From an optimization exercise on the open Yosys and OpenROAD flow, aimed at small area; shortcuts taken in it are not production practice. The RTL was checked by simulation tests, not by an equivalence proof against the original design. Power and IR drop assume default switching activity.

**flow/design.v**
```verilog
`default_nettype none
package prog_instruction_memory_pkg;
    localparam int IMEM_DATA_W = 32;    
    localparam int IMEM_DEPTH  = 64;    
    localparam int IMEM_ADDR_W = 10;    
    typedef enum logic [1:0] {
        ST_CLEAR = 2'd0,
        ST_IDLE  = 2'd1,
        ST_LOAD  = 2'd2,
        ST_DONE  = 2'd3
    } imem_state_e;
endpackage
`default_nettype wire
`default_nettype none
module imem_rd3 (
    input  wire logic [2:0] i_d,
    input  wire logic [2:0] i_s,
    output logic            o_n
);
    assign o_n = !((i_d[0] & i_s[0]) | (i_d[1] & i_s[1]) | (i_d[2] & i_s[2]));
endmodule
module imem_rdcol (
    input  wire logic [63:0] i_d,
    input  wire logic [63:0] i_s,
    output logic             o_q
);
    logic [21:0] w_n;    
    for (genvar k = 0; k < 21; k++) begin : g_leaf
        imem_rd3 u_rd3 (.i_d(i_d[3*k +: 3]), .i_s(i_s[3*k +: 3]), .o_n(w_n[k]));
    end
    assign w_n[21] = !(i_d[63] & i_s[63]);
    assign o_q = !(&w_n);
endmodule
module imem_rdmux
#(
    parameter int DATA_W = prog_instruction_memory_pkg::IMEM_DATA_W,
    parameter int DEPTH  = prog_instruction_memory_pkg::IMEM_DEPTH
) (
    input  wire logic [DEPTH*DATA_W-1:0] i_words,   
    input  wire logic [DEPTH-1:0]        i_sel,
    output logic      [DATA_W-1:0]       o_data
);
    for (genvar b = 0; b < DATA_W; b++) begin : g_bit
        logic [DEPTH-1:0] w_col;
        for (genvar i = 0; i < DEPTH; i++) begin : g_word
            assign w_col[i] = i_words[i*DATA_W + b];
        end
        imem_rdcol u_col (.i_d(w_col), .i_s(i_sel), .o_q(o_data[b]));
    end
endmodule
`default_nettype wire
`default_nettype none
module prog_instruction_memory
#(
    parameter int DATA_W = prog_instruction_memory_pkg::IMEM_DATA_W,
    parameter int DEPTH  = prog_instruction_memory_pkg::IMEM_DEPTH,
    parameter int ADDR_W = prog_instruction_memory_pkg::IMEM_ADDR_W
) (
    input  wire logic                  clk,
    input  wire logic                  rst_n,
    input  wire logic                  load_start,
    input  wire logic                  load_valid,
    input  wire logic [DATA_W-1:0]     load_data,
    input  wire logic                  load_last,
    output logic                       load_ready,
    output logic                       load_done,
    input  wire logic                  fetch_req,
    input  wire logic [ADDR_W-1:0]     fetch_addr,
    output logic                       fetch_valid,
    output logic      [DATA_W-1:0]     instruction,
    output logic                       fetch_err,
    output logic                       busy,
    output logic      [$clog2(DEPTH):0] word_count
);
    localparam int WORD_AW = $clog2(DEPTH);
    localparam logic [1:0] S_CLEAR = 2'b00;
    localparam logic [1:0] S_LOAD  = 2'b01;
    localparam logic [1:0] S_IDLE  = 2'b10;
    localparam logic [1:0] S_DONE  = 2'b11;
    logic [1:0]         r_state;
    logic [WORD_AW:0]   r_cnt;
    logic               r_fetch_valid;
    logic               r_fetch_err;
    logic [DATA_W-1:0]  r_mem [DEPTH];
    logic [DATA_W-1:0]  r_rdata;
    logic st_clear, st_load, st_done;
    assign st_clear = (r_state == S_CLEAR);
    assign st_load  = (r_state == S_LOAD);
    assign st_done  = (r_state == S_DONE);
    logic w_load_accept, w_fetch_accept, w_addr_bad, w_ptr_last;
    assign w_load_accept  = st_load && load_valid;
    assign w_fetch_accept = fetch_req && r_state[1];
    assign w_addr_bad     = (|fetch_addr[1:0]) || (|fetch_addr[ADDR_W-1:WORD_AW+2]);
    assign w_ptr_last     = &r_cnt[WORD_AW-1:0];
    logic [WORD_AW:0] w_cnt_inc;
    assign w_cnt_inc = r_cnt + 1'b1;
    always_ff @(posedge clk or negedge rst_n) begin
        if (!rst_n) begin
            r_state <= S_CLEAR;
            r_cnt   <= '0;
        end else begin
            case (r_state)
                S_CLEAR: begin
                    r_cnt[WORD_AW-1:0] <= w_cnt_inc[WORD_AW-1:0];
                    if (w_ptr_last) r_state <= S_IDLE;
                end
                S_IDLE: begin
                    if (load_start) begin
                        r_state <= S_LOAD;
                        r_cnt   <= '0;
                    end
                end
                S_LOAD: begin
                    if (load_valid) begin
                        r_cnt <= w_cnt_inc;
                        if (load_last || w_ptr_last) r_state <= S_DONE;
                    end
                end
                default: begin
                    r_state <= S_IDLE;
                end
            endcase
        end
    end
    always_ff @(posedge clk or negedge rst_n) begin
        if (!rst_n) begin
            r_fetch_valid <= 1'b0;
            r_fetch_err   <= 1'b0;
        end else begin
            r_fetch_valid <= w_fetch_accept;
            r_fetch_err   <= w_fetch_accept && w_addr_bad;
        end
    end
    logic [DEPTH-1:0] w_hold, w_wr, w_rsel;
    always_comb begin
        for (int i = 0; i < DEPTH; i++) begin
            w_hold[i] = !((r_cnt[WORD_AW-1:0] == WORD_AW'(i)) && !r_state[1]);
            w_wr[i]   =  (r_cnt[WORD_AW-1:0] == WORD_AW'(i)) && w_load_accept;
            w_rsel[i] =  (fetch_addr[WORD_AW+1:2] == WORD_AW'(i)) && !w_addr_bad;
        end
    end
    always_ff @(posedge clk) begin
        for (int i = 0; i < DEPTH; i++) begin
            r_mem[i] <= (r_mem[i]  & {DATA_W{w_hold[i]}}) |
                        (load_data & {DATA_W{w_wr[i]}});
        end
    end
    logic [DEPTH*DATA_W-1:0] w_words;
    logic [DATA_W-1:0]       w_rdata;
    always_comb begin
        for (int i = 0; i < DEPTH; i++) begin
            w_words[i*DATA_W +: DATA_W] = r_mem[i];
        end
    end
    imem_rdmux #(
        .DATA_W (DATA_W),
        .DEPTH  (DEPTH)
    ) u_rdmux (
        .i_words (w_words),
        .i_sel   (w_rsel),
        .o_data  (w_rdata)
    );
    always_ff @(posedge clk) begin
        r_rdata <= w_rdata;
    end
    assign load_ready  = st_load;
    assign load_done   = st_done;
    assign busy        = !r_state[1];
    assign word_count  = st_clear ? '0 : r_cnt;
    assign fetch_valid = r_fetch_valid;
    assign fetch_err   = r_fetch_err;
    assign instruction = r_rdata;
endmodule
`default_nettype wire
```
**flow/run.sh**
```bash
#!/bin/bash
# synth_recipe.tcl (not shown) runs the flow's synth.tcl, then flattens the netlist and writes it again
# the make line also repeats each setting of config.mk as NAME=value (left out here)
make -C /OpenROAD-flow-scripts/flow DESIGN_CONFIG=/design/flow/config.mk WORK_HOME=/design/flow/orfs CLKGATE_MAP_FILE= SYNTH_SCRIPT=/design/flow/synth_recipe.tcl finish
```
**flow/config.mk**
```make
export PLATFORM = sky130hd
export DESIGN_NAME = prog_instruction_memory
export DESIGN_NICKNAME = prog_instruction_memory
export VERILOG_FILES = /design/flow/design.v
export SDC_FILE = /design/flow/constraint.sdc
export NUM_CORES = 4
export LEC_CHECK = 0
export CAP_MARGIN = 20
export CORE_MARGIN = 2
export CORE_UTILIZATION = 40
export SLEW_MARGIN = 20
export SYNTH_HIERARCHICAL = 1
export SYNTH_MINIMUM_KEEP_SIZE = 0
```
**flow/constraint.sdc**
```tcl
create_clock -name core_clock -period 5.0 [get_ports {clk}]
set_input_delay 1.0000 -clock core_clock [delete_from_list [all_inputs] [get_ports {clk}]]
set_output_delay 1.0000 -clock core_clock [all_outputs]
set_load 0.01 [all_outputs]
```
==> run summary, run 1 <==
----------------------------------------------------
[STA]
  RSZ-0062 raised after global routing ... false
  Number of failing hold endpoints at the final stage ... 0
  Fin Clk Skew ... 0.06933 ns
  Fmax achieved ... 223.2 MHz
  Worst relative slew slack ... 11.37%
  Setup TNS Final ... 0 ns
  Part of the cycle the worst path needs ... roughly nine tenths
  Final critical-path required period ... 4.480 ns
  Worst hold slack after final layout ... approximately 0.46 ns
  Number of setup violations in the final report ... 0
  Worst Tran Pin Value ... about 1.3 ns
  Number of pins with negative max-slew slack in the final report ... 0

[Critical path]
  Critical path startpoint category ... input pin
  Element type at the critical path end ... flip-flop
  Reg-to-Reg Start ... r_cnt[0]
  Depth of the worst register-to-register path ... 6
  Worst flop-to-flop path endpoint ... r_mem[40][31]
  Crit Path Max Fanout ... 20
  Crit path DAT ... between 5 and 6 ns
  Required time reported for the critical path endpoint ... 5.76 ns
  Worst setup path class ... input pin to flip-flop
  Reg-to-reg setup timing slack ... roughly 1.9 ns

[Global routing]
  Antenna violations before repair ... 18
  Overflow after GRT ... 0
  Via count of the first global-routing pass ... 59,550
  Global-route wire length before repair ... 463,600 um
  Aggregate global-route resource usage ... 33.99%
  Maximum number of pins on one net before global-route repair ... slightly below 100

[Clock tree]
  TritonCTS Buffers ... 212
  Count of hold-fix buffers inserted at cts ... 0
  Setup repair bufs after CTS ... 0
  Clock latency reported for the late side of the worst-skew pair ... 0.91 ns
  Clock net sink count ... 2,091
  Buffer cell driving the clock tree root ... sky130_fd_sc_hd__clkbuf_16
  TritonCTS clock tree ... built
  Clock-pin slew on the worst setup and hold paths ... 0.06 ns
  Post_cts resized ... 0
  H-Tree Level Count ... 4
  Number of buffers on the longest clock path ... 3

[Route]
  Met3 Wirelength ... 44,880 um
  Post-Route M1 WL ... 127,900 um
  Uppermost signal routing layer after detailed routing ... met5
  Via-per-instance ratio ... 7.211
  Number of nets still failing antenna checks after routing ... 0
  Drt first pass iters ... 13
  Routed WL ... 331,000 um
  Violation count after the first detailed-routing iteration ... 13,170
  DR WL/cell ... ~37 um
  Post-detailed-route DRC marker count ... 0
  Detailed-route via count ... 63,780
  Met2 Wirelength ... 134,800 um

[Min path]
  Worst hold path endpoint ... r_mem[63][1]
  Origin of the worst min-delay path ... r_mem[63][1]
  Cell depth of the worst hold path ... 1
  Path category of the worst min-delay check ... flip-flop to flip-flop

[Power and ir drop]
  PwrDens ... 511.1 nW/um^2
  Standby leakage power ... 32.29 nW
  Maximum VDD drop ... 439.9 uV

[Synthesis]
  Synthesized net count ... approximately 6,200
  Avg Inst Size Synth ... 11.97 um^2
  Cell area after technology mapping ... between 70,000 and 80,000 um^2
  Share of the yosys chip area belonging to registers ... 57.12%
  Total of flip-flops plus latches after synthesis ... approximately 2,100
  Count of warnings emitted by yosys ... 8
  Cell types with the largest area share after synthesis ... sky130_fd_sc_hd__dfxtp_1 (57%), sky130_fd_sc_hd__a22o_1 (24%), sky130_fd_sc_hd__a222oi_1 (9.2%)
  Async set-or-reset flop fraction in the synthesized netlist ... 0.5261%
  Number of enable flip-flop cells after synthesis ... 0
  Post-synth top area share ... 56.74%
  Number of distinct standard cells referenced by the synthesized netlist ... 47
  Gate count after technology mapping ... between 6,000 and 7,000
  Most common flop cell mapped by yosys ... sky130_fd_sc_hd__dfxtp_1
  Cell type with the largest total area after synthesis ... sky130_fd_sc_hd__dfxtp_1

[Floorplanning]
  Starting utilization of the core area ... between 40% and 50%
  Number of top-level pins ... 92
  Die Ht ... 432.3 um
  Floorplan die width ... 432.3 um
  Core Box Area ... roughly 180,000 um^2
  Overall die area ... 186,900 um^2
  Standard-cell rows ... about 160

[Finish]
  Count of placed standard cells in the final layout, fillers left out ... 8,845
  Post-layout net count ... approximately 6,300
  Ratio of cells with drive above 1 in the final layout ... between 10% and 20%
  Synth-to-layout area growth ... 17.12%
  Fill cell instance count of the final layout ... 16,320

[Job]
  Number of maximum-capacitance constraint violations ... 0

[Run status]
  Run status ... finished clean

[Placed design]
  Weighted congestion reported at the end of routability-driven placement ... 1.005
  Placed Cells ... 8,424
  Post-DP HPWL ... 203,800 um
  Count of buffers inserted at the top-level ports ... 91

----------------------------------------------------
cells by family after synthesis:
group           Yosys count  synth area share [%]
fa+ha+maj                 9                0.1535
simple gates            634                 4.757
buf+inv                 630                 3.863
compound gates         2765                 34.08
mux                       2               0.02898
flops                  2091                 57.12
cells in the final DEF, fill, tap and decap left out, types with 52 or more instances in the layout:
cell                              instances
sky130_fd_sc_hd__a222oi_1               672
sky130_fd_sc_hd__a22o_1                2016
sky130_fd_sc_hd__buf_4                  418
sky130_fd_sc_hd__clkbuf_16              212
sky130_fd_sc_hd__clkdlybuf4s50_1         91
sky130_fd_sc_hd__clkinv_2                52
sky130_fd_sc_hd__dfxtp_1               2080
sky130_fd_sc_hd__nand2_1                172
sky130_fd_sc_hd__nand4_1                129
sky130_fd_sc_hd__nor2_2                 111
Yosys stat by module (local to each module, per instance), excerpt:
module / times used / flops+latches / cells / area (um^2)
imem_rd3: 672 / 0 / 1 / 10.01
imem_rdcol: 32 / 0 / 9 / 51.30
prog_instruction_memory: 1 / 2091 / 5171 / 65020
report_power, final:
group          leakage, nW  switching, W  internal [W]
logic                 11.7       0.00381       0.00242
clock network         3.63       0.00719       0.00954
registers             16.9       0.00164        0.0193
state kept, by name (all words and copies together), names as in the netlist:
| register | flops |
|---|---|
| r_cnt | 7 |
| r_fetch_err | 1 |
| r_fetch_valid | 1 |
| r_mem | 2048 |
| r_rdata | 32 |
| r_state | 2 |
worst max path at each step:
stage | from | end | slack, ns
2_1_floorplan | fetch_addr[1] | r_rdata[0] | 1.37
3_3_place_gp | fetch_addr[4] | r_rdata[17] | -0.52
3_5_place_dp | fetch_addr[2] | r_rdata[17] | -0.39
4_1_cts | fetch_addr[2] | r_rdata[17] | 0.54
5_1_grt | fetch_addr[4] | r_rdata[20] | 0.65
6_report | fetch_addr[5] | r_rdata[1] | 0.52
critical path: stages:
cell                              delay, ns
sky130_fd_sc_hd__clkdlybuf4s50_1       0.62
sky130_fd_sc_hd__nor2_1                0.15
sky130_fd_sc_hd__nand3_1               0.44
sky130_fd_sc_hd__nor2_2                0.18
sky130_fd_sc_hd__buf_12                0.21
sky130_fd_sc_hd__buf_4                 0.19
sky130_fd_sc_hd__a222oi_1              0.97
sky130_fd_sc_hd__nand4_1               0.65
sky130_fd_sc_hd__nor4_1                0.51
sky130_fd_sc_hd__buf_4                 0.22
sky130_fd_sc_hd__nand2_1               0.06
stage by stage:
step	utilization (%)	area [um^2]	setup slack [ns]	total power, W
CTS	46.99	85840	0.5420	0.04369
global route	47.03	85920	0.6465	0.04511
finish	47.05	85950	0.5195	0.04393
global placement	42.89	78350	-0.5186	0.02706
floorplan	-	73390	1.365	0.02480
detailed placement	42.94	78440	-0.3908	0.02721
area by class of cell:
class | count | area [um^2] | area share, %
Clock buffer | 308 | 6146 | 7.151
Timing Repair Buffer | 537 | 4506 | 5.242
Clock inverter | 94 | 1252 | 1.457
Tap cell | 2385 | 2984 | 3.472
Antenna cell | 12 | 30.03 | 0.03494
Sequential cell | 2091 | 41920 | 48.77
Multi-Input combinational cell | 3410 | 29080 | 33.84
Inverter | 8 | 30.03 | 0.03494
metal layers:
layer / track usage (%) / up-vias
met5: 0 / -
met4: 21.41 / 18
met3: 11.16 / 904
met2: 47.40 / 5068
met1: 44.95 / 32100
li1: - / 25690
cell usage after synthesis (11+ instances only):
cell / number
sky130_fd_sc_hd__nand3_1: 40
sky130_fd_sc_hd__a222oi_1: 672
sky130_fd_sc_hd__nor2b_1: 27
sky130_fd_sc_hd__a22o_1: 2016
sky130_fd_sc_hd__nand2_1: 179
sky130_fd_sc_hd__nor4_1: 33
sky130_fd_sc_hd__buf_1: 25
sky130_fd_sc_hd__nor2_1: 81
sky130_fd_sc_hd__a211oi_1: 32
sky130_fd_sc_hd__and2_1: 17
sky130_fd_sc_hd__dfxtp_1: 2080
sky130_fd_sc_hd__nor2_4: 30
sky130_fd_sc_hd__nand4_1: 129
sky130_fd_sc_hd__dfrtp_1: 11
sky130_fd_sc_hd__buf_4: 69
sky130_fd_sc_hd__o2bb2ai_1: 32
sky130_fd_sc_hd__nor2_2: 63
sky130_fd_sc_hd__clkbuf_1: 359
sky130_fd_sc_hd__buf_2: 168
==> run 2: changes to the inputs <==
--- a/flow/config.mk
+++ b/flow/config.mk
@@ -5,9 +5,12 @@
 export SDC_FILE = /design/flow/constraint.sdc
 export NUM_CORES = 4
 export LEC_CHECK = 0
-export CAP_MARGIN = 20
+export CAP_MARGIN = 10
 export CORE_MARGIN = 2
 export CORE_UTILIZATION = 40
-export SLEW_MARGIN = 20
+export CTS_BUF_LIST = sky130_fd_sc_hd__clkbuf_16
+export CTS_CLUSTER_DIAMETER = 60
+export CTS_CLUSTER_SIZE = 30
+export SLEW_MARGIN = 10
 export SYNTH_HIERARCHICAL = 1
 export SYNTH_MINIMUM_KEEP_SIZE = 0
==> run summary, run 2 <==
----------------------------------------------------
[Run status]
  Run status ... finished with violations
  Failed layout checks ..... slew limit

[Global routing]
  Antenna violations before repair ... 23
  Overflow after GRT ... 0
  Global-route wire length before repair ... 457,000 um
  Maximum number of pins on one net before global-route repair ... 98
  Aggregate global-route resource usage ... 33.57%
  Via count of the first global-routing pass ... 58,270

[Critical path]
  Element type at the critical path end ... flip-flop
  Worst setup path class ... input pin to flip-flop
  Critical path startpoint category ... input pin
  Crit Path Max Fanout ... 10
  Required time reported for the critical path endpoint ... approximately 5.7 ns
  Crit path DAT ... 5.45 ns

[Floorplanning]
  Core Box Area ... 182,700 um^2
  Number of top-level pins ... 92
  Starting utilization of the core area ... 40.17%
  Floorplan die width ... 432.3 um
  Overall die area ... 186,900 um^2
  Standard-cell rows ... between 150 and 200
  Die Ht ... 432.3 um

[Synthesis]
  Avg Inst Size Synth ... approximately 12 um^2
  Post-synthesis mux area share ... 0.02898%
  Most common flop cell mapped by yosys ... sky130_fd_sc_hd__dfxtp_1
  Post-synthesis share of cell area spent on and, or, nand and nor gates ... 4.757%
  Synth Area in Adders ... 0.1534%
  Post-synthesis share of cell area spent on xor and xnor gates ... 0%
  Cell area after technology mapping ... 73,390 um^2
  Post-synth top area share ... 56.74%
  Number of enable flip-flop cells after synthesis ... 0
  Largest family of logic cells by synthesized area ... compound AO/OA/AOI/OAI gates
  Cell types with the largest area share after synthesis ... sky130_fd_sc_hd__dfxtp_1 (57%), sky130_fd_sc_hd__a22o_1 (24%), sky130_fd_sc_hd__a222oi_1 (9.2%)
  Number of distinct standard cells referenced by the synthesized netlist ... between 40 and 50
  Gate count after technology mapping ... 6,131
  Cell type with the largest total area after synthesis ... sky130_fd_sc_hd__dfxtp_1
  Most frequent cell after synthesis ... sky130_fd_sc_hd__dfxtp_1
  Share of the synthesized area in compound gates (AO/OA/AOI/OAI) ... 34.08%
  Share of the yosys chip area belonging to registers ... 57.12%
  Synthesized net count ... 6,188
  Total of flip-flops plus latches after synthesis ... ~2,100
  Count of warnings emitted by yosys ... 8
  List of most frequent post-synthesis cells ... sky130_fd_sc_hd__dfxtp_1 (2,080), sky130_fd_sc_hd__a22o_1 (2,016), sky130_fd_sc_hd__a222oi_1 (672), sky130_fd_sc_hd__clkbuf_1 (359), sky130_fd_sc_hd__nand2_1 (179)
  Async set-or-reset flop fraction in the synthesized netlist ... 0.5261%

[Clock tree]
  Buffer cell driving the clock tree root ... sky130_fd_sc_hd__clkbuf_16
  Count of hold-fix buffers inserted at cts ... 0
  Setup repair bufs after CTS ... 0
  Number of buffers on the longest clock path ... 3
  Clock-pin slew on the worst setup and hold paths ... 0.10 ns
  Clock net sink count ... 2,091
  TritonCTS clock tree ... built
  Clock latency reported for the late side of the worst-skew pair ... 0.85 ns
  H-Tree Level Count ... 4
  Post_cts resized ... 0
  TritonCTS Buffers ... 139

[Route]
  Violation count after the first detailed-routing iteration ... between 10,000 and 15,000
  Drt first pass iters ... 14
  DR WL/cell ... 37.78 um
  Routed WL ... 328,200 um
  Detailed-route via count ... 63,200
  Post-detailed-route DRC marker count ... 0
  Number of nets still failing antenna checks after routing ... 0
  Via-per-instance ratio ... 7.275

[Placed design]
  Worst setup slack before clock tree synthesis ... -0.4494 ns
  Placed Cells ... ~8,400
  Weighted congestion reported at the end of routability-driven placement ... 1.005
  Post-DP HPWL ... 203,700 um
  Count of buffers inserted at the top-level ports ... 91

[STA]
  Part of the cycle the worst path needs ... 95.05%
  Fin Clk Skew ... around 0.06 ns
  Final WS setup ... roughly 0.25 ns
  Fmax achieved ... 210.4 MHz
  Setup TNS Final ... 0 ns
  RSZ-0062 raised after global routing ... false
  Number of setup violations in the final report ... 0
  Number of pins with negative max-slew slack in the final report ... 1
  Number of failing hold endpoints at the final stage ... 0
  Worst Tran Pin Value ... 1.516 ns
  Final critical-path required period ... ~4.8 ns
  Worst relative slew slack ... -1.079%

[Finish]
  Synth-to-layout area growth ... 13.77%
  Largest register by flop count ... r_mem
  Max FFs per register ... 2,048
  Post-layout net count ... 6,235
  Commonest cells after routing, fill and taps aside ... sky130_fd_sc_hd__dfxtp_1 (2,080), sky130_fd_sc_hd__a22o_1 (2,016), sky130_fd_sc_hd__a222oi_1 (672), sky130_fd_sc_hd__buf_4 (417), sky130_fd_sc_hd__nand2_1 (172)
  Ratio of cells with drive above 1 in the final layout ... around 14%
  Count of placed standard cells in the final layout, fillers left out ... around 8,700
  Largest registers ranked by flip-flop count ... r_mem (2048), r_rdata (32), r_cnt (7)
  Final Core Density ... 45.70%
  Most common library cell in the layout ignoring fill and taps ... sky130_fd_sc_hd__dfxtp_1

[Job]
  Number of maximum-capacitance constraint violations ... 0

[Min path]
  Path category of the worst min-delay check ... flip-flop to flip-flop

[Power and ir drop]
  Overall power of the completed layout ... 0.04018 W
  Maximum VDD drop ... 479.3 uV
  Standby leakage power ... 31.06 nW
  PwrDens ... between 400 and 500 nW/um^2

----------------------------------------------------
==> run 2: per-layer routing <==
| metal | GRT usage [%] | part of all wire [%] | vias up | routed length, um |
|---|---|---|---|---|
| met3 | 10.36 | 13 | 867 | 43910 |
| met2 | 46.82 | 41 | 5056 | 134300 |
| met4 | 21.36 | 7.1 | 16 | 23230 |
| li1 | - | - | 25490 | - |
| met1 | 44.74 | 39 | 31780 | 126700 |
| met5 | 0 | 0.035 | - | 115 |
==> run 2: final cells by class <==
cell class	count	area [um^2]
antenna	8	20.02
clock buffer	143	3578
clock inverter	115	1471
fill	16380	99200
inverter	8	30.03
multi-input combinational	3410	29070
sequential	2091	41920
tap	2385	2984
timing repair buffer	528	4420
==> run 2: critical path: stages <==
cell	delay, ns
sky130_fd_sc_hd__clkdlybuf4s50_1	0.56
sky130_fd_sc_hd__nor2b_1	0.24
sky130_fd_sc_hd__nand2_1	0.46
sky130_fd_sc_hd__nor2_2	0.25
sky130_fd_sc_hd__buf_4	0.26
sky130_fd_sc_hd__a222oi_1	1.19
sky130_fd_sc_hd__nand4_1	0.79
sky130_fd_sc_hd__nor4_1	0.46
sky130_fd_sc_hd__buf_4	0.17
sky130_fd_sc_hd__nand2_1	0.05
==> run 2: cells by family after synthesis <==
kind of cell | after synthesis
simple gates | 634
fa+ha+maj | 9
buf+inv | 630
mux | 2
flops | 2091
compound gates | 2765
==> run 2: per-stage QoR <==
stage | cell area (um^2) | hold slack [ns]
floorplan | 73390 | 0.4331
global placement | 78350 | 0.4450
detailed placement | 78410 | 0.4471
CTS | 83460 | 0.4711
global route | 83470 | 0.4862
finish | 83490 | 0.4720
==> run 2: report_power, final <==
group          switching, W  internal, W  leakage, nW
combinational       0.00380      0.00242         11.7
clock               0.00692      0.00612         2.45
sequential          0.00162       0.0193         16.9
==> run 2: final timing paths <==
| check | from | to | slack [ns] | depth (start not counted) |
|---|---|---|---|---|
| worst max register to register | r_mem[3][18] | r_rdata[18] | 1.83 | 5 |
| min in group asynchronous | rst_n | r_fetch_valid | 0.55 | 1 |
| worst min-delay path | r_mem[63][2] | r_mem[63][2] | 0.47 | 1 |
| max in group asynchronous | rst_n | r_cnt[4] | 4.07 | 1 |
| worst min register to register | r_mem[63][2] | r_mem[63][2] | 0.47 | 1 |
| worst max-delay path | fetch_addr[4] | r_rdata[18] | 0.25 | 10 |
==> run 2: modules after synthesis (local to each module, per instance), excerpt <==
module,copies in the design,flops+latches,cell area (um^2)
imem_rdcol,32,0,51.30
imem_rd3,672,0,10.01
prog_instruction_memory,1,2091,65020
==> run 3: changes to the inputs <==
==> flow/flow/run.sh (new file) <==
#!/bin/bash
# Own layout flow: the standard ORFS flow (standard.sh), with three
# changes to how the layout is made:
#  - clock tree synthesis without dummy loads, clkbuf_16 sink clusters of
#    up to 30 flip-flops within 60 um;
#  - port buffers of the smallest buffer cell (repair_design resizes them
#    where a port needs more drive);
#  - power recovery after global routing, which downsizes gates that have
#    slack to spare.
# The full make/tool output goes to standard.log in the work folder; ORFS
# keeps each step's own log under orfs/logs/.
set -euo pipefail
CTS="-sink_clustering_enable -repair_clock_nets -dont_use_dummy_load"
CTS+=" -sink_clustering_size 30 -sink_clustering_max_diameter 60"
CTS+=" -buf_list sky130_fd_sc_hd__clkbuf_16"
bash standard.sh "CTS_ARGS=$CTS" \
    "BUFFER_PORTS_ARGS=-buffer_cell sky130_fd_sc_hd__buf_1" \
    RECOVER_POWER=100 \
    finish > standard.log 2>&1
==> flow/standard.sh (new file) <==
#!/bin/bash
# synth_recipe.tcl (not shown) runs the flow's synth.tcl, then flattens the netlist and writes it again
# the make line also repeats each setting of config.mk as NAME=value (left out here)
make -C /OpenROAD-flow-scripts/flow DESIGN_CONFIG=/design/flow/config.mk WORK_HOME=/design/flow/orfs CLKGATE_MAP_FILE= SYNTH_SCRIPT=/design/flow/synth_recipe.tcl "${@:-finish}"
removed: flow/run.sh
==> run summary, run 3 <==
----------------------------------------------------
[Run status]
  Run status ... finished with violations
  Failed layout checks ..... capacitance limit, slew limit

[Critical path]
  Slowest cell delay on critical path ... 0.85 ns
  Worst setup path class ... input pin to flip-flop
  Worst path cell trace ... buf_1, nor4_4, nand3b_1, clkbuf_1, nor2_1, clkbuf_1, a222oi_1, nand4_1, nor4_1, nand2_1
  Critical Path Slowest Stage Cell ... sky130_fd_sc_hd__nor2_1
  Crit path DAT ... 5.39 ns
  Required time reported for the critical path endpoint ... 5.73 ns
  Worst path most repeated cell ... sky130_fd_sc_hd__clkbuf_1
  Crit Path Max Fanout ... 13
  Element type at the critical path end ... flip-flop
  Critical path startpoint category ... input pin

[Synthesis]
  Count of warnings emitted by yosys ... 8
  Total of flip-flops plus latches after synthesis ... 2,091
  Cell types with the largest area share after synthesis ... sky130_fd_sc_hd__dfxtp_1 (57%), sky130_fd_sc_hd__a22o_1 (24%), sky130_fd_sc_hd__a222oi_1 (9.2%)
  Synthesized net count ... 6,188
  Avg Inst Size Synth ... 11.97 um^2
  Most frequent cell after synthesis ... sky130_fd_sc_hd__dfxtp_1
  Number of distinct standard cells referenced by the synthesized netlist ... 47
  Gate count after technology mapping ... between 6,000 and 7,000
  Post-synth top area share ... a little under three fifths
  Cell type with the largest total area after synthesis ... sky130_fd_sc_hd__dfxtp_1
  Number of enable flip-flop cells after synthesis ... 0
  List of most frequent post-synthesis cells ... sky130_fd_sc_hd__dfxtp_1 (2,080), sky130_fd_sc_hd__a22o_1 (2,016), sky130_fd_sc_hd__a222oi_1 (672), sky130_fd_sc_hd__clkbuf_1 (359), sky130_fd_sc_hd__nand2_1 (179)
  Share of the yosys chip area belonging to registers ... 57.12%
  Cell area after technology mapping ... 73,390 um^2
  Most common flop cell mapped by yosys ... sky130_fd_sc_hd__dfxtp_1
  Async set-or-reset flop fraction in the synthesized netlist ... 0.5261%

[Floorplanning]
  Number of top-level pins ... 92
  Standard-cell rows ... 157
  Floorplan die width ... 432.3 um
  Starting utilization of the core area ... 40.17%
  Overall die area ... about 190,000 um^2
  Die Ht ... approximately 430 um
  Core Box Area ... 182,700 um^2

[Clock tree]
  TritonCTS clock tree ... built
  Count of hold-fix buffers inserted at cts ... 0
  H-Tree Level Count ... 4
  TritonCTS Buffers ... 139
  Number of buffers on the longest clock path ... 3
  Setup repair bufs after CTS ... 0
  Clock-pin slew on the worst setup and hold paths ... 0.07 ns
  Clock net sink count ... between 2,000 and 2,500
  Buffer cell driving the clock tree root ... sky130_fd_sc_hd__clkbuf_16
  Clock latency reported for the late side of the worst-skew pair ... 0.84 ns
  Post_cts resized ... 0

[STA]
  Setup TNS Final ... 0 ns
  Final critical-path required period ... 4.653 ns
  Part of the cycle the worst path needs ... 93.07%
  Fin Clk Skew ... 0.09459 ns
  Worst Tran Pin Value ... 2.624 ns
  Number of pins with negative max-slew slack in the final report ... 2,095
  Number of failing hold endpoints at the final stage ... 0
  Fmax achieved ... 214.9 MHz
  RSZ-0062 raised after global routing ... false
  Worst hold slack after final layout ... 0.2113 ns
  Worst relative slew slack ... -74.92%
  Number of setup violations in the final report ... 0

[Finish]
  Commonest cells after routing, fill and taps aside ... sky130_fd_sc_hd__dfxtp_1 (2,080), sky130_fd_sc_hd__a22o_1 (2,016), sky130_fd_sc_hd__a222oi_1 (672), sky130_fd_sc_hd__buf_4 (262), sky130_fd_sc_hd__nand2_1 (177)
  Largest register by flop count ... r_mem
  Ratio of cells with drive above 1 in the final layout ... under 10%
  Max FFs per register ... 2,048
  Count of placed standard cells in the final layout, fillers left out ... 8,500
  Most common library cell in the layout ignoring fill and taps ... sky130_fd_sc_hd__dfxtp_1
  Post-layout net count ... 6,165
  Synth-to-layout area growth ... 9.357%
  Largest registers ranked by flip-flop count ... r_mem (2048), r_rdata (32), r_cnt (7)

[Placed design]
  Count of buffers inserted at the top-level ports ... between 90 and 100
  Weighted congestion reported at the end of routability-driven placement ... about 1.0
  Post-DP HPWL ... around 210,000 um
  Placed Cells ... approximately 8,400

[Global routing]
  Aggregate global-route resource usage ... between 30% and 40%
  Maximum number of pins on one net before global-route repair ... 99
  Via count of the first global-routing pass ... 56,890
  Antenna violations before repair ... 28
  Global-route wire length before repair ... about 460,000 um
  Overflow after GRT ... 0

[Route]
  Routed WL ... 328,200 um
  Via-per-instance ratio ... 7.315
  Number of nets still failing antenna checks after routing ... 0
  Drt first pass iters ... 17
  DR WL/cell ... 38.61 um
  Post-detailed-route DRC marker count ... 0
  Violation count after the first detailed-routing iteration ... 13,790
  Detailed-route via count ... 62,180

[Job]
  Number of maximum-capacitance constraint violations ... 97

[Power and ir drop]
  PwrDens ... 466.4 nW/um^2
  Overall power of the completed layout ... 0.03743 W
  Maximum VDD drop ... 327.0 uV
  Standby leakage power ... 29.47 nW

[Min path]
  Path category of the worst min-delay check ... input pin to async pin

----------------------------------------------------
-- run 3: worst paths after layout --
check / from / to / slack [ns] / cells after the start
hold reg to reg: r_mem[42][15] / r_mem[42][15] / 0.47 / 1
setup / recovery: fetch_addr[1] / r_rdata[4] / 0.35 / 10
min in group core_clock: fetch_req / r_fetch_valid / 0.44 / 2
hold / removal: rst_n / r_fetch_valid / 0.21 / 1
setup reg to reg: r_state[1] / r_mem[25][18] / 0.41 / 7
max in group asynchronous: rst_n / r_cnt[3] / 4.30 / 1
-- run 3: modules after synthesis, one instance, submodules excluded, excerpt --
module | cell area (um^2) | cells inside | flops+latches
imem_rdcol | 51.30 | 9 | 0
imem_rd3 | 10.01 | 1 | 0
prog_instruction_memory | 65020 | 5171 | 2091
-- run 3: final cells by class --
type | count | area, um^2
flip-flops and latches | 2091 | 41920
inverters | 8 | 30.03
well taps | 2385 | 2984
multi-input cells | 3410 | 28690
repair buffers | 458 | 3129
diodes | 9 | 22.52
clock buffers | 139 | 3478
fillers | 16780 | 102400
-- run 3: per-stage QoR --
step	instance area [um^2]	utilization, %	setup slack, ns
2_1_floorplan	73390	-	1.365
3_3_place_gp	77330	42.33	-0.2289
3_5_place_dp	77410	42.37	0.1444
4_1_cts	80890	44.28	1.011
5_1_grt	80240	43.92	0.4614
6_report	80250	43.93	0.3466
-- run 3: cells by family (layout without fill, tap and decap cells) --
logic type	Yosys count	after routing	share of synthesized area, %
simple gates	634	634	4.757
mux	2	2	0.02898
compound gates	2765	2765	34.08
flops	2091	2091	57.12
other cells	0	9	0
buf+inv	630	605	3.863
fa+ha+maj	9	9	0.1535
-- run 3: report_power, final --
group          switching (W)  internal [W]  leakage, nW
clock                0.00570       0.00493         1.71
sequential           0.00157        0.0193         16.9
combinational        0.00365       0.00228         10.8
-- run 3: critical path: cells and delay by family --
kind / cells / cell delay (ns)
simple gates: 6 / 2.88
compound gates: 1 / 0.27
buf+inv: 3 / 1.19
-- run 3: routing by layer --
metal  global-route usage (%)  share of wire, %  vias to the layer above
met2                    46.78                41                     4827
met5                   0.2082             0.055                        -
met1                    44.95                39                    31320
li1                         -                 -                    25210
met4                    20.97               7.2                       22
met3                    10.80                13                      801
==> run 4: changes to the inputs <==
==> flow/flow/run.sh (replaced) <==
#!/bin/bash
# Own layout flow: the standard ORFS flow (standard.sh), with two
# changes to how the layout is made:
#  - clock tree synthesis without dummy loads, clkbuf_16 sink clusters of
#    up to 30 flip-flops within 60 um;
#  - port buffers of the smallest buffer cell (repair_design resizes or
#    buffers them where a port needs more drive).
# The full make/tool output goes to standard.log in the work folder; ORFS
# keeps each step's own log under orfs/logs/.
set -euo pipefail
CTS="-sink_clustering_enable -repair_clock_nets -dont_use_dummy_load"
CTS+=" -sink_clustering_size 30 -sink_clustering_max_diameter 60"
CTS+=" -buf_list sky130_fd_sc_hd__clkbuf_16"
bash standard.sh "CTS_ARGS=$CTS" \
    "BUFFER_PORTS_ARGS=-buffer_cell sky130_fd_sc_hd__buf_1" \
    finish > standard.log 2>&1
--- a/flow/config.mk
+++ b/flow/config.mk
@@ -5,12 +5,12 @@
 export SDC_FILE = /design/flow/constraint.sdc
 export NUM_CORES = 4
 export LEC_CHECK = 0
-export CAP_MARGIN = 10
+export CAP_MARGIN = 20
 export CORE_MARGIN = 2
 export CORE_UTILIZATION = 40
 export CTS_BUF_LIST = sky130_fd_sc_hd__clkbuf_16
 export CTS_CLUSTER_DIAMETER = 60
 export CTS_CLUSTER_SIZE = 30
-export SLEW_MARGIN = 10
+export SLEW_MARGIN = 20
 export SYNTH_HIERARCHICAL = 1
 export SYNTH_MINIMUM_KEEP_SIZE = 0
==> run summary, run 4 <==
----------------------------------------------------
[Critical path]
  Depth of the worst register-to-register path ... 8
  Worst flop-to-flop path endpoint ... r_mem[36][2]
  Slowest cell delay on critical path ... 0.88 ns
  Worst setup startpoint ... fetch_addr[4]
  Critical Path Slowest Stage Cell ... sky130_fd_sc_hd__a222oi_1
  Required time reported for the critical path endpoint ... 5.67 ns
  Reg-to-reg setup timing slack ... 1.07 ns
  Crit path DAT ... 4.84 ns
  Element type at the critical path end ... flip-flop
  Critical path startpoint category ... input pin
  Critical path destination ... r_rdata[30]
  Worst setup path class ... input pin to flip-flop
  Kind of cell adding the most delay to the critical path ... simple AND/OR/NAND/NOR gates
  Crit Path Max Fanout ... 32
  WP depth ... 9
  Reg-to-Reg Start ... r_state[1]
  Worst path most repeated cell ... sky130_fd_sc_hd__nand2_1
  Worst path cell trace ... buf_1, nor2b_1, nand2_1, nor2_2, buf_12, a222oi_1, nand4_1, nor4_1, nand2_1
  Buf/Inv on CP ... 2

[Synthesis]
  Share of the yosys chip area belonging to registers ... 57.12%
  Total of flip-flops plus latches after synthesis ... 2,091
  Cell area after technology mapping ... 73,390 um^2
  Number of distinct standard cells referenced by the synthesized netlist ... 47
  Cell types with the largest area share after synthesis ... sky130_fd_sc_hd__dfxtp_1 (57%), sky130_fd_sc_hd__a22o_1 (24%), sky130_fd_sc_hd__a222oi_1 (9.2%)
  Async set-or-reset flop fraction in the synthesized netlist ... less than 1%
  Synthesized net count ... slightly above 6,000
  Gate count after technology mapping ... around 6,100
  List of most frequent post-synthesis cells ... sky130_fd_sc_hd__dfxtp_1 (2,080), sky130_fd_sc_hd__a22o_1 (2,016), sky130_fd_sc_hd__a222oi_1 (672), sky130_fd_sc_hd__clkbuf_1 (359), sky130_fd_sc_hd__nand2_1 (179)
  Most frequent cell after synthesis ... sky130_fd_sc_hd__dfxtp_1
  Avg Inst Size Synth ... around 12 um^2
  Number of enable flip-flop cells after synthesis ... 0
  Cell type with the largest total area after synthesis ... sky130_fd_sc_hd__dfxtp_1
  Post-synth top area share ... 56.74%
  Most common flop cell mapped by yosys ... sky130_fd_sc_hd__dfxtp_1
  Count of warnings emitted by yosys ... 8

[Finish]
  Largest register by flop count ... r_mem
  Ratio of cells with drive above 1 in the final layout ... between 10% and 20%
  Most common library cell in the layout ignoring fill and taps ... sky130_fd_sc_hd__dfxtp_1
  Fill cell instance count of the final layout ... approximately 17,000
  Count of placed standard cells in the final layout, fillers left out ... 8,502
  Post-layout net count ... 6,166
  Synth-to-layout area growth ... 10.25%
  Commonest cells after routing, fill and taps aside ... sky130_fd_sc_hd__dfxtp_1 (2,080), sky130_fd_sc_hd__a22o_1 (2,016), sky130_fd_sc_hd__a222oi_1 (672), sky130_fd_sc_hd__buf_4 (339), sky130_fd_sc_hd__nand2_1 (171)
  Max FFs per register ... 2,048
  Largest registers ranked by flip-flop count ... r_mem (2048), r_rdata (32), r_cnt (7)

[Route]
  Met3 Wirelength ... 43,620 um
  Detailed-route via count ... 62,320
  Drt first pass iters ... 15
  Via-per-instance ratio ... roughly 7.3
  Post-detailed-route DRC marker count ... 0
  Routed WL ... 328,300 um
  Violation count after the first detailed-routing iteration ... about 14,000
  Number of nets still failing antenna checks after routing ... 0
  DR WL/cell ... 38.62 um
  Met2 Wirelength ... approximately 130,000 um
  Post-Route M1 WL ... 127,300 um
  Uppermost signal routing layer after detailed routing ... met5

[Placed design]
  Placed Cells ... 8,352
  Worst setup slack before clock tree synthesis ... between 0.09 and 0.1 ns
  Weighted congestion reported at the end of routability-driven placement ... 1.021
  Post-DP HPWL ... between 200,000 and 250,000 um
  Count of buffers inserted at the top-level ports ... 91

[Clock tree]
  TritonCTS clock tree ... built
  H-Tree Level Count ... 4
  Clock latency reported for the late side of the worst-skew pair ... 0.86 ns
  Count of hold-fix buffers inserted at cts ... 0
  Number of buffers on the longest clock path ... 3
  Post_cts resized ... 0
  Buffer cell driving the clock tree root ... sky130_fd_sc_hd__clkbuf_16
  Clock-pin slew on the worst setup and hold paths ... 0.08 ns
  Setup repair bufs after CTS ... 0
  Clock net sink count ... 2,091
  TritonCTS Buffers ... 134

[Power and ir drop]
  Standby leakage power ... approximately 30 nW
  Internal cell power ... 0.02640 W
  Maximum VDD drop ... 292.9 uV
  Power dissipated by switching net loads ... 0.01103 W
  PwrDens ... between 400 and 500 nW/um^2
  Clock share of power ... 27.9%
  Part of the total power dissipated in sequential elements ... 55.8%
  Combinational share of power ... 16.3%
  Switching fraction of total power ... 29.48%

[Global routing]
  Global-route wire length before repair ... 456,200 um
  Aggregate global-route resource usage ... 33.68%
  Via count of the first global-routing pass ... 56,820
  Overflow after GRT ... 0
  Maximum number of pins on one net before global-route repair ... 99
  Antenna violations before repair ... 37

[STA]
  Worst relative slew slack ... 14.73%
  Number of failing hold endpoints at the final stage ... 0
  RSZ-0062 raised after global routing ... false
  Fin Clk Skew ... between 0.09 and 0.1 ns
  Number of setup violations in the final report ... 0
  Fmax achieved ... 239.9 MHz
  Final WS setup ... approximately 0.83 ns
  Final critical-path required period ... 4.169 ns
  Number of pins with negative max-slew slack in the final report ... 0
  Worst hold slack after final layout ... 0.2332 ns
  Part of the cycle the worst path needs ... 83.37%
  Worst Tran Pin Value ... 1.274 ns

[Floorplanning]
  Floorplan die width ... approximately 430 um
  Starting utilization of the core area ... 40.17%
  Core Box Area ... 182,700 um^2
  Number of top-level pins ... between 90 and 100
  Die Ht ... 432.3 um
  Overall die area ... 186,900 um^2
  Standard-cell rows ... 157

[Job]
  Number of maximum-capacitance constraint violations ... 0

[Run status]
  Run status ... finished clean

[Min path]
  Path category of the worst min-delay check ... input pin to async pin

----------------------------------------------------
-- run 4: cell count changes in the layout (fill, tap and decap cells not counted), moves of 6 or more --
cell and change:
sky130_fd_sc_hd__nor2_2 +21, sky130_fd_sc_hd__nand2_2 +6, sky130_fd_sc_hd__buf_4 +77, sky130_fd_sc_hd__nor2_4 +37
sky130_fd_sc_hd__and2_2 -6, sky130_fd_sc_hd__clkbuf_2 -11, sky130_fd_sc_hd__nand2_1 -6, sky130_fd_sc_hd__nor2_1 -58
sky130_fd_sc_hd__and2_4 +6, sky130_fd_sc_hd__clkbuf_1 -69
-- run 4: worst register-to-register path, stage by stage, from the launching register on --
cell and delay (ns):
sky130_fd_sc_hd__dfrtp_1 0.61, sky130_fd_sc_hd__inv_1 0.29, sky130_fd_sc_hd__ha_1 0.30, sky130_fd_sc_hd__and2_1 0.16, sky130_fd_sc_hd__buf_4 0.44, sky130_fd_sc_hd__nand2_1 0.58, sky130_fd_sc_hd__nor2_2 0.97, sky130_fd_sc_hd__buf_4 0.37
sky130_fd_sc_hd__a22o_1 0.16
-- run 4: worst min-delay path by stage --
| stage | cells past startpoint | to | slack [ns] | start |
|---|---|---|---|---|
| floorplan | 1 | r_mem[63][0] | 0.43 | r_mem[63][0] |
| global placement | 1 | r_mem[63][11] | 0.44 | r_mem[63][11] |
| CTS | 1 | r_cnt[3] | 0.21 | rst_n |
| detailed placement | 1 | r_mem[63][17] | 0.45 | r_mem[63][17] |
| global route | 1 | r_cnt[0] | 0.27 | rst_n |
| finish | 1 | r_cnt[0] | 0.23 | rst_n |
-- run 4: per-module statistics from Yosys, one instance, submodules excluded, excerpt --
module,copies in the design,flip-flops and latches
imem_rdcol,32,0
imem_rd3,672,0
prog_instruction_memory,1,2091
-- run 4: area by class of cell --
type                            count  area [um^2]  area share [%]
Multi-Input combinational cell   3410        29120           35.99
Clock buffer                      134         3353           4.145
Sequential cell                  2091        41920           51.81
Antenna cell                       10        25.02         0.03093
Timing Repair Buffer              464         3477           4.298
Tap cell                         2385         2984           3.688
Inverter                            8        30.03         0.03712
-- run 4: per-stage QoR --
| stage | total power, W | instance area, um^2 | utilization, % | setup TNS, ns |
|---|---|---|---|---|
| 2_1_floorplan | 0.02480 | 73390 | - | 0 |
| 3_3_place_gp | 0.02691 | 77330 | 42.33 | -0.3590 |
| 3_5_place_dp | 0.02706 | 77450 | 42.39 | 0 |
| 4_1_cts | 0.03721 | 80800 | 44.23 | 0 |
| 5_1_grt | 0.03851 | 80890 | 44.28 | 0 |
| 6_report | 0.03743 | 80910 | 44.29 | 0 |
-- run 4: cell families after synthesis --
family                   synth area share, %
AND/OR/NAND/NOR                        4.757
multiplexers                         0.02898
adder cells (fa/ha/maj)               0.1535
AO/OA/AOI/OAI                          34.08
flip-flops                             57.12
buffers and inverters                  3.863
-- run 4: routing by layer --
layer / GRT usage [%] / vias up
met1: 44.80 / 31350
met4: 20.33 / 34
met5: 0 / -
met2: 47.34 / 4940
li1: - / 25200
met3: 10.72 / 800
-- run 4: power groups by stage --
| stage | Clock (W) | Combinational (W) | Sequential (W) |
|---|---|---|---|
| after floorplan | 0 | 0.00412 | 0.0207 |
| after global placement | 0 | 0.00583 | 0.0211 |
| after detailed placement | 0 | 0.00596 | 0.0211 |
| after CTS | 0.0105 | 0.00598 | 0.0208 |
| after global routing | 0.0110 | 0.00637 | 0.0211 |
| final | 0.0104 | 0.00612 | 0.0209 |
==> run 5: changes to the inputs <==
--- a/flow/config.mk
+++ b/flow/config.mk
@@ -7,7 +7,7 @@
 export LEC_CHECK = 0
 export CAP_MARGIN = 20
 export CORE_MARGIN = 2
-export CORE_UTILIZATION = 40
+export CORE_UTILIZATION = 50
 export CTS_BUF_LIST = sky130_fd_sc_hd__clkbuf_16
 export CTS_CLUSTER_DIAMETER = 60
 export CTS_CLUSTER_SIZE = 30
==> run summary, run 5 <==
----------------------------------------------------
[Run status]
  Run status ... finished clean

[STA]
  Final critical-path required period ... 4.321 ns
  Number of pins with negative max-slew slack in the final report ... 0
  Fin Clk Skew ... between 0.1 and 0.15 ns
  Fmax achieved ... between 200 and 250 MHz
  Worst Tran Pin Value ... 1.407 ns
  Number of setup violations in the final report ... 0
  RSZ-0062 raised after global routing ... false
  Part of the cycle the worst path needs ... 86.42%
  Number of failing hold endpoints at the final stage ... 0
  Worst relative slew slack ... between 6 and 7%

[Synthesis]
  Post-synth top area share ... 56.74%
  Total of flip-flops plus latches after synthesis ... 2,091
  Most common flop cell mapped by yosys ... sky130_fd_sc_hd__dfxtp_1
  Async set-or-reset flop fraction in the synthesized netlist ... 0.5261%
  List of most frequent post-synthesis cells ... sky130_fd_sc_hd__dfxtp_1 (2,080), sky130_fd_sc_hd__a22o_1 (2,016), sky130_fd_sc_hd__a222oi_1 (672), sky130_fd_sc_hd__clkbuf_1 (359), sky130_fd_sc_hd__nand2_1 (179)
  Share of the yosys chip area belonging to registers ... 57.12%
  Count of warnings emitted by yosys ... 8
  Gate count after technology mapping ... 6,131
  Number of enable flip-flop cells after synthesis ... 0
  Cell types with the largest area share after synthesis ... sky130_fd_sc_hd__dfxtp_1 (57%), sky130_fd_sc_hd__a22o_1 (24%), sky130_fd_sc_hd__a222oi_1 (9.2%)
  Synthesized net count ... just over 6,000
  Most frequent cell after synthesis ... sky130_fd_sc_hd__dfxtp_1
  Cell area after technology mapping ... 73,390 um^2
  Avg Inst Size Synth ... 11.97 um^2
  Cell type with the largest total area after synthesis ... sky130_fd_sc_hd__dfxtp_1
  Number of distinct standard cells referenced by the synthesized netlist ... 47

[Route]
  Violation count after the first detailed-routing iteration ... 13,630
  Detailed-route via count ... roughly 62,000
  DR WL/cell ... 39.93 um
  Number of nets still failing antenna checks after routing ... 0
  Via-per-instance ratio ... 7.811
  Drt first pass iters ... 13
  Post-detailed-route DRC marker count ... 0
  Routed WL ... 319,000 um

[Clock tree]
  TritonCTS clock tree ... built
  Clock-pin slew on the worst setup and hold paths ... ~0.090 ns
  H-Tree Level Count ... 4
  Buffer cell driving the clock tree root ... sky130_fd_sc_hd__clkbuf_16
  TritonCTS Buffers ... 139
  Setup repair bufs after CTS ... 0
  Clock latency reported for the late side of the worst-skew pair ... 0.81 ns
  Clock net sink count ... 2,091
  Post_cts resized ... 0
  Number of buffers on the longest clock path ... 3
  Count of hold-fix buffers inserted at cts ... 0

[Finish]
  Largest registers ranked by flip-flop count ... r_mem (2048), r_rdata (32), r_cnt (7)
  Count of placed standard cells in the final layout, fillers left out ... between 7,000 and 8,000
  Final instance area ... 80,090 um^2
  Fill cell instance count of the final layout ... about 12,000
  Largest register by flop count ... r_mem
  Synth-to-layout area growth ... 9.137%
  Ratio of cells with drive above 1 in the final layout ... between 10 and 15%
  Commonest cells after routing, fill and taps aside ... sky130_fd_sc_hd__dfxtp_1 (2,080), sky130_fd_sc_hd__a22o_1 (2,016), sky130_fd_sc_hd__a222oi_1 (672), sky130_fd_sc_hd__buf_4 (279), sky130_fd_sc_hd__nand2_1 (169)
  Max FFs per register ... 2,048
  Final Core Density ... 54.95%
  Most common library cell in the layout ignoring fill and taps ... sky130_fd_sc_hd__dfxtp_1
  Post-layout net count ... 6,119

[Placed design]
  Placed Cells ... 7,831
  Weighted congestion reported at the end of routability-driven placement ... 1.006
  Post-DP HPWL ... 197,700 um
  Area of placed instances ... 76,510 um^2
  Count of buffers inserted at the top-level ports ... 91

[Global routing]
  Via count of the first global-routing pass ... ~57,000
  Antenna violations before repair ... 22
  Overflow after GRT ... 0
  Maximum number of pins on one net before global-route repair ... 97
  Aggregate global-route resource usage ... 40.61%
  Global-route wire length before repair ... 445,600 um

[Floorplanning]
  Starting utilization of the core area ... 50.35%
  Core Box Area ... 145,700 um^2
  Floorplan die width ... 387.1 um
  Number of top-level pins ... 92
  Die Ht ... 387.1 um
  Standard-cell rows ... 140
  Overall die area ... 149,900 um^2

[Power and ir drop]
  Standby leakage power ... 29.59 nW
  PwrDens ... 468.5 nW/um^2
  Maximum VDD drop ... 431.6 uV

[Critical path]
  Element type at the critical path end ... flip-flop
  Required time reported for the critical path endpoint ... about 5.7 ns
  Worst setup path class ... input pin to flip-flop
  Slowest cell delay on critical path ... 1.05 ns
  Worst path cell trace ... buf_1, or3b_2, nor2_2, buf_4, a222oi_1, nand4_1, nor4_1, nand2_1
  Critical Path Slowest Stage Cell ... sky130_fd_sc_hd__a222oi_1
  Critical path startpoint category ... input pin
  Crit path DAT ... 5.00 ns
  Crit Path Max Fanout ... 32

[Job]
  Number of maximum-capacitance constraint violations ... 0

[Min path]
  Path category of the worst min-delay check ... input pin to async pin

----------------------------------------------------
## run 5: cells by family after synthesis
kind of cell / Yosys count / share of synthesized area [%]
AOI/OAI and AO/OA: 2765 / 34.08
adders and majority gates: 9 / 0.1535
buffers and inverters: 630 / 3.863
DFF: 2091 / 57.12
muxes: 2 / 0.02898
and+or+nand+nor: 634 / 4.757
## run 5: critical path: cells and delay by family
kind,cells,cell delay [ns]
AO/OA/AOI/OAI,1,1.05
buffers and inverters,2,0.62
AND/OR/NAND/NOR,5,2.30
## run 5: metrics by stage
step | hold slack [ns] | power, W | setup TNS, ns | setup WS [ns]
floorplan | 0.4331 | 0.02480 | 0 | 1.365
global placement | 0.4460 | 0.02681 | -0.5306 | -0.3347
detailed placement | 0.4470 | 0.02693 | 0 | 0.07976
CTS | 0.3564 | 0.03721 | 0 | 0.8732
global route | 0.1407 | 0.03854 | 0 | 0.8080
finish | 0.1599 | 0.03752 | 0 | 0.6789
## run 5: report_power, final
part           internal [W]  switching (W)  leakage, nW
Sequential           0.0193        0.00159         16.9
Clock               0.00493        0.00567         1.71
Combinational       0.00231        0.00371         10.9
## run 5: per-module statistics from Yosys (local to each module, per instance), a selection
module / flip-flops and latches / copies in the design / cell area [um^2]
prog_instruction_memory: 2091 / 1 / 65020
imem_rdcol: 0 / 32 / 51.30
imem_rd3: 0 / 672 / 10.01
## run 5: cell type report
type	count	area [um^2]	share of cell area [%]
Antenna cell	12	30.03	0.03749
Clock buffer	139	3478	4.343
Inverter	8	30.03	0.03749
Multi-Input combinational cell	3410	29070	36.30
Sequential cell	2091	41920	52.33
Tap cell	1917	2399	2.995
Timing Repair Buffer	412	3166	3.952
## run 5: layer usage
metal	routed length (um)	vias up	part of all wire [%]	global-route usage, %
met4	22950	24	7.2	25.52
li1	-	25100	-	-
met2	125600	5221	39	54.38
met5	151	-	0.047	0.1276
met3	45720	857	14	14.36
met1	124600	31200	39	55.20
## run 5: final timing paths
kind	start	to	slack [ns]	cells past startpoint
setup / recovery	fetch_addr[7]	r_rdata[14]	0.68	8
min in group core_clock	fetch_req	r_fetch_valid	0.41	2
hold reg to reg	r_mem[63][11]	r_mem[63][11]	0.47	1
max in group asynchronous	rst_n	r_cnt[5]	4.43	1
hold / removal	rst_n	r_state[0]	0.16	1
setup reg to reg	r_state[1]	r_mem[33][4]	1.03	7
==> run 6: changes to the inputs <==
--- a/flow/design.v
+++ b/flow/design.v
@@ -47,6 +47,19 @@
         end
         imem_rdcol u_col (.i_d(w_col), .i_s(i_sel), .o_q(o_data[b]));
     end
+endmodule
+module imem_wl (
+    input  wire logic [1:0] i_wsel,    
+    input  wire logic       i_clr,     
+    input  wire logic       i_we,      
+    input  wire logic [1:0] i_rsel,    
+    output logic            o_hold,
+    output logic            o_wr,
+    output logic            o_rd
+);
+    assign o_hold = !(i_wsel[0] & i_wsel[1] & i_clr);
+    assign o_wr   =  i_wsel[0] & i_wsel[1] & i_we;
+    assign o_rd   =  i_rsel[0] & i_rsel[1];
 endmodule
 `default_nettype wire
 `default_nettype none
@@ -131,18 +144,40 @@
             r_fetch_err   <= w_fetch_accept && w_addr_bad;
         end
     end
-    logic [DEPTH-1:0] w_hold, w_wr, w_rsel;
+    logic [7:0] w_wp_lo, w_wp_hi, w_ra_lo, w_ra_hi;
     always_comb begin
-        for (int i = 0; i < DEPTH; i++) begin
-            w_hold[i] = !((r_cnt[WORD_AW-1:0] == WORD_AW'(i)) && !r_state[1]);
-            w_wr[i]   =  (r_cnt[WORD_AW-1:0] == WORD_AW'(i)) && w_load_accept;
-            w_rsel[i] =  (fetch_addr[WORD_AW+1:2] == WORD_AW'(i)) && !w_addr_bad;
-        end
-    end
+        for (int j = 0; j < 8; j++) begin
+            w_wp_lo[j] = (r_cnt[2:0] == 3'(j));
+            w_wp_hi[j] = (r_cnt[5:3] == 3'(j));
+            w_ra_lo[j] = (fetch_addr[4:2] == 3'(j)) && !w_addr_bad;
+            w_ra_hi[j] = (fetch_addr[7:5] == 3'(j));
+        end
+    end
+    logic w_clr;
+    assign w_clr = !r_state[1];    
+    logic [DEPTH-1:0] w_hold [2];
+    logic [DEPTH-1:0] w_wr   [2];
+    logic [DEPTH-1:0] w_rsel [2];
+    for (genvar i = 0; i < DEPTH; i++) begin : g_word
+        for (genvar h = 0; h < 2; h++) begin : g_half
+            imem_wl u_wl (
+                .i_wsel ({w_wp_hi[i/8], w_wp_lo[i%8]}),
+                .i_clr  (w_clr),
+                .i_we   (w_load_accept),
+                .i_rsel ({w_ra_hi[i/8], w_ra_lo[i%8]}),
+                .o_hold (w_hold[h][i]),
+                .o_wr   (w_wr[h][i]),
+                .o_rd   (w_rsel[h][i])
+            );
+        end
+    end
+    localparam int HALF_W = DATA_W / 2;
     always_ff @(posedge clk) begin
         for (int i = 0; i < DEPTH; i++) begin
-            r_mem[i] <= (r_mem[i]  & {DATA_W{w_hold[i]}}) |
-                        (load_data & {DATA_W{w_wr[i]}});
+            for (int b = 0; b < DATA_W; b++) begin
+                r_mem[i][b] <= (r_mem[i][b] & w_hold[b / HALF_W][i]) |
+                               (load_data[b] & w_wr[b / HALF_W][i]);
+            end
         end
     end
     logic [DEPTH*DATA_W-1:0] w_words;
@@ -152,14 +187,20 @@
             w_words[i*DATA_W +: DATA_W] = r_mem[i];
         end
     end
-    imem_rdmux #(
-        .DATA_W (DATA_W),
-        .DEPTH  (DEPTH)
-    ) u_rdmux (
-        .i_words (w_words),
-        .i_sel   (w_rsel),
-        .o_data  (w_rdata)
-    );
+    for (genvar h = 0; h < 2; h++) begin : g_rdhalf
+        logic [DEPTH*HALF_W-1:0] w_hwords;
+        for (genvar i = 0; i < DEPTH; i++) begin : g_word
+            assign w_hwords[i*HALF_W +: HALF_W] = w_words[i*DATA_W + h*HALF_W +: HALF_W];
+        end
+        imem_rdmux #(
+            .DATA_W (HALF_W),
+            .DEPTH  (DEPTH)
+        ) u_rdmux (
+            .i_words (w_hwords),
+            .i_sel   (w_rsel[h]),
+            .o_data  (w_rdata[h*HALF_W +: HALF_W])
+        );
+    end
     always_ff @(posedge clk) begin
         r_rdata <= w_rdata;
     end
==> flow/flow/run.sh (replaced) <==
#!/bin/bash
# Own layout flow: the standard ORFS flow (standard.sh), with two
# changes to how the layout is made:
#  - clock tree synthesis without dummy loads, with clkbuf_8 sink clusters
#    of up to 16 flip-flops within 70 um;
#  - port buffers of the smallest buffer cell (repair_design resizes or
#    buffers them where a port needs more drive).
# The full make/tool output goes to standard.log in the work folder; ORFS
# keeps each step's own log under orfs/logs/.
set -euo pipefail
CTS="-sink_clustering_enable -repair_clock_nets -dont_use_dummy_load"
CTS+=" -sink_clustering_size 16 -sink_clustering_max_diameter 70"
CTS+=" -buf_list sky130_fd_sc_hd__clkbuf_8"
bash standard.sh "CTS_ARGS=$CTS" \
    "BUFFER_PORTS_ARGS=-buffer_cell sky130_fd_sc_hd__buf_1" \
    finish > standard.log 2>&1
--- a/flow/config.mk
+++ b/flow/config.mk
@@ -7,10 +7,10 @@
 export LEC_CHECK = 0
 export CAP_MARGIN = 20
 export CORE_MARGIN = 2
-export CORE_UTILIZATION = 50
-export CTS_BUF_LIST = sky130_fd_sc_hd__clkbuf_16
-export CTS_CLUSTER_DIAMETER = 60
-export CTS_CLUSTER_SIZE = 30
+export CORE_UTILIZATION = 40
+export CTS_BUF_LIST = sky130_fd_sc_hd__clkbuf_8
+export CTS_CLUSTER_DIAMETER = 70
+export CTS_CLUSTER_SIZE = 16
 export SLEW_MARGIN = 20
 export SYNTH_HIERARCHICAL = 1
 export SYNTH_MINIMUM_KEEP_SIZE = 0
==> run summary, run 6 <==
----------------------------------------------------
[Run status]
  Run status ... finished clean

[Floorplanning]
  Overall die area ... 188,300 um^2
  Core Box Area ... 183,300 um^2
  Starting utilization of the core area ... 40.33%
  Die Ht ... 433.9 um
  Standard-cell rows ... 157
  Number of top-level pins ... 92
  Floorplan die width ... 433.9 um

[Placed design]
  Post-DP HPWL ... 163,800 um
  Worst setup slack before clock tree synthesis ... 0.3624 ns
  Count of buffers inserted at the top-level ports ... 91
  Weighted congestion reported at the end of routability-driven placement ... 0.9093
  Placed Cells ... 8,241

[Critical path]
  Crit path DAT ... 3.02 ns
  Critical path startpoint category ... flip-flop
  Reg-to-reg setup timing slack ... 1.73 ns
  Required time reported for the critical path endpoint ... ~4.0 ns
  Element type at the critical path end ... output pin
  Crit Path Max Fanout ... 8
  Worst setup path class ... flip-flop to output pin

[Power and ir drop]
  Switching fraction of total power ... a little over a quarter
  Maximum VDD drop ... 433.3 uV
  Part of the total power dissipated in sequential elements ... between 60 and 70%
  Standby leakage power ... 29.00 nW
  PwrDens ... about 380 nW/um^2
  Power dissipated by switching net loads ... 0.007996 W
  Combinational share of power ... between 10% and 20%
  Internal cell power ... about 0.021 W
  Clock share of power ... 27.6%

[Clock tree]
  Clock latency reported for the late side of the worst-skew pair ... 0.99 ns
  Number of buffers on the longest clock path ... 3
  Clock-pin slew on the worst setup and hold paths ... 0.10 ns
  Buffer cell driving the clock tree root ... sky130_fd_sc_hd__clkbuf_8
  TritonCTS Buffers ... 154
  Count of hold-fix buffers inserted at cts ... 0
  TritonCTS clock tree ... built
  Setup repair bufs after CTS ... 0
  Clock net sink count ... 2,091
  Post_cts resized ... 0
  H-Tree Level Count ... 4

[Finish]
  Synth-to-layout area growth ... 5.284%
  Post-layout net count ... 5,993
  Most common library cell in the layout ignoring fill and taps ... sky130_fd_sc_hd__dfxtp_1
  Count of placed standard cells in the final layout, fillers left out ... 8,412
  Largest registers ranked by flip-flop count ... r_mem (2048), r_rdata (32), r_cnt (7)
  Ratio of cells with drive above 1 in the final layout ... 5.495%
  Commonest cells after routing, fill and taps aside ... sky130_fd_sc_hd__dfxtp_1 (2,080), sky130_fd_sc_hd__a22o_1 (2,048), sky130_fd_sc_hd__a222oi_1 (672), sky130_fd_sc_hd__nand3_1 (163), sky130_fd_sc_hd__clkbuf_8 (154)
  Largest register by flop count ... r_mem
  Final Core Density ... 42.47%
  Max FFs per register ... 2,048

[STA]
  RSZ-0062 raised after global routing ... false
  Fin Clk Skew ... 0.09902 ns
  Number of setup violations in the final report ... 0
  Worst Tran Pin Value ... between 1 and 1.5 ns
  Worst hold slack after final layout ... 0.2212 ns
  Setup TNS Final ... 0 ns
  Final WS setup ... around 0.98 ns
  Worst relative slew slack ... approximately 17%
  Number of pins with negative max-slew slack in the final report ... 0
  Number of failing hold endpoints at the final stage ... 0
  Final critical-path required period ... 4.020 ns
  Part of the cycle the worst path needs ... roughly four fifths
  Fmax achieved ... between 200 and 250 MHz

[Synthesis]
  Count of warnings emitted by yosys ... 12
  Cell area after technology mapping ... approximately 74,000 um^2
  Async set-or-reset flop fraction in the synthesized netlist ... 0.5261%
  Gate count after technology mapping ... approximately 6,300
  Most common flop cell mapped by yosys ... sky130_fd_sc_hd__dfxtp_1
  Share of the yosys chip area belonging to registers ... between 50 and 60%
  Cell types with the largest area share after synthesis ... sky130_fd_sc_hd__dfxtp_1 (56%), sky130_fd_sc_hd__a22o_1 (24%), sky130_fd_sc_hd__a222oi_1 (9.1%)
  Total of flip-flops plus latches after synthesis ... 2,091
  Number of distinct standard cells referenced by the synthesized netlist ... 37
  Number of enable flip-flop cells after synthesis ... 0
  List of most frequent post-synthesis cells ... sky130_fd_sc_hd__dfxtp_1 (2,080), sky130_fd_sc_hd__a22o_1 (2,048), sky130_fd_sc_hd__a222oi_1 (672), sky130_fd_sc_hd__clkbuf_1 (646), sky130_fd_sc_hd__nand3_1 (163)
  Avg Inst Size Synth ... ~12 um^2
  Most frequent cell after synthesis ... sky130_fd_sc_hd__dfxtp_1
  Post-synth top area share ... 56.33%
  Cell type with the largest total area after synthesis ... sky130_fd_sc_hd__dfxtp_1
  Synthesized net count ... 6,381

[Route]
  Via-per-instance ratio ... ~7.1
  Detailed-route via count ... 59,660
  Drt first pass iters ... 14
  Number of nets still failing antenna checks after routing ... 0
  Routed WL ... 274,100 um
  Violation count after the first detailed-routing iteration ... 11,020
  Post-detailed-route DRC marker count ... 0
  DR WL/cell ... approximately 33 um

[Global routing]
  Global-route wire length before repair ... around 400,000 um
  Maximum number of pins on one net before global-route repair ... 131
  Aggregate global-route resource usage ... around 28%
  Via count of the first global-routing pass ... around 56,000
  Antenna violations before repair ... 14
  Overflow after GRT ... 0

[Job]
  Number of maximum-capacitance constraint violations ... 0

[Min path]
  Path category of the worst min-delay check ... input pin to async pin

----------------------------------------------------
==> run 6: metrics by stage <==
| step | area [um^2] | total power [W] |
|---|---|---|
| detailed placement | 75610 | 0.02148 |
| CTS | 77730 | 0.02933 |
| global placement | 75610 | 0.02142 |
| floorplan | 73930 | 0.02002 |
| finish | 77830 | 0.02929 |
| global route | 77810 | 0.03022 |
==> run 6: per-module statistics from Yosys (local to each module, per instance), a selection <==
module | flip-flops and latches | cell area [um^2]
imem_rd3 | 0 | 10.01
imem_rdcol | 0 | 51.30
imem_wl | 0 | 17.52
prog_instruction_memory | 2091 | 63310
==> run 6: cell type report <==
type                       instances  area [um^2]
tap                             2464         3083
antenna                           15        37.54
inverter                           9        37.54
sequential                      2091        41920
timing repair buffer             196         1328
fill                           17000       105400
multi-input combinational       3483        29310
clock buffer                     154         2120
==> run 6: critical path, stage by stage (launching register included) <==
cell and delay [ns]:
sky130_fd_sc_hd__dfrtp_1 0.66, sky130_fd_sc_hd__clkinvlp_4 0.26, sky130_fd_sc_hd__ha_1 0.35, sky130_fd_sc_hd__nor2_1 0.58, sky130_fd_sc_hd__buf_1 0.21
==> run 6: cells by family after synthesis <==
| family | count (synthesis) | synth area share (%) |
|---|---|---|
| AO/OA/AOI/OAI | 2766 | 33.85 |
| AND/OR/NAND/NOR | 705 | 5.414 |
| buffers and inverters | 749 | 3.834 |
| flip-flops | 2091 | 56.70 |
| adder cells (fa/ha/maj) | 10 | 0.1693 |
| multiplexers | 2 | 0.02877 |
==> run 6: path summary, 6_finish.rpt <==
kind,start,endpoint,cells after the start
worst max register to register,r_state[1],r_mem[45][5],6
worst max-delay path,r_state[1],word_count[0],4
worst min register to register,r_mem[54][19],r_mem[54][19],1
worst min-delay path,rst_n,r_cnt[2],1
min in group core_clock,fetch_req,r_fetch_valid,2
max in group asynchronous,rst_n,r_fetch_valid,1
==> run 6: power by group through the flow <==
stage / Sequential (W) / Clock [W] / Combinational (W)
global placement: 0.0185 / 0 / 0.00290
global route: 0.0183 / 0.00880 / 0.00313
CTS: 0.0182 / 0.00821 / 0.00297
finish: 0.0182 / 0.00809 / 0.00303
detailed placement: 0.0185 / 0 / 0.00297
floorplan: 0.0183 / 0 / 0.00168
==> run 6: routing by layer <==
layer  vias up  part of all wire (%)  GRT usage, %
met2      3768                    43         40.69
met5         -                 0.018             0
met3       576                    11         5.854
met1     30160                    42         39.40
li1      25140                     -             -
met4         8                   4.6         12.36

==> separate check: timing with driven ports <==
Ports are ideal in the flow. The routed layouts listed here were re-timed in OpenROAD. Step 1 sets driving cells, clkbuf_16 on the clock port and buf_2 on the other inputs (assumed; they add their load-dependent delay and slew). Step 2 also shifts input and output timing later by t, the mid clock arrival at the registers, as if the neighbouring blocks saw the same clock. a / b / c = ideal ports / drivers / drivers and shift; a / b = the first two.
run	shift t [ns]	slack for setup (ns)
run 1	0.966	0.520 / 0.539 / -0.427
run 2	0.910	0.248 / 0.280 / -0.630
run 3	0.885	0.347 / 0.411 / -0.471
run 4	0.904	0.831 / 0.837 / -0.067
run 5	0.852	0.679 / 0.735 / -0.117
run 6	1.023	0.980 / 0.900 / 0.115
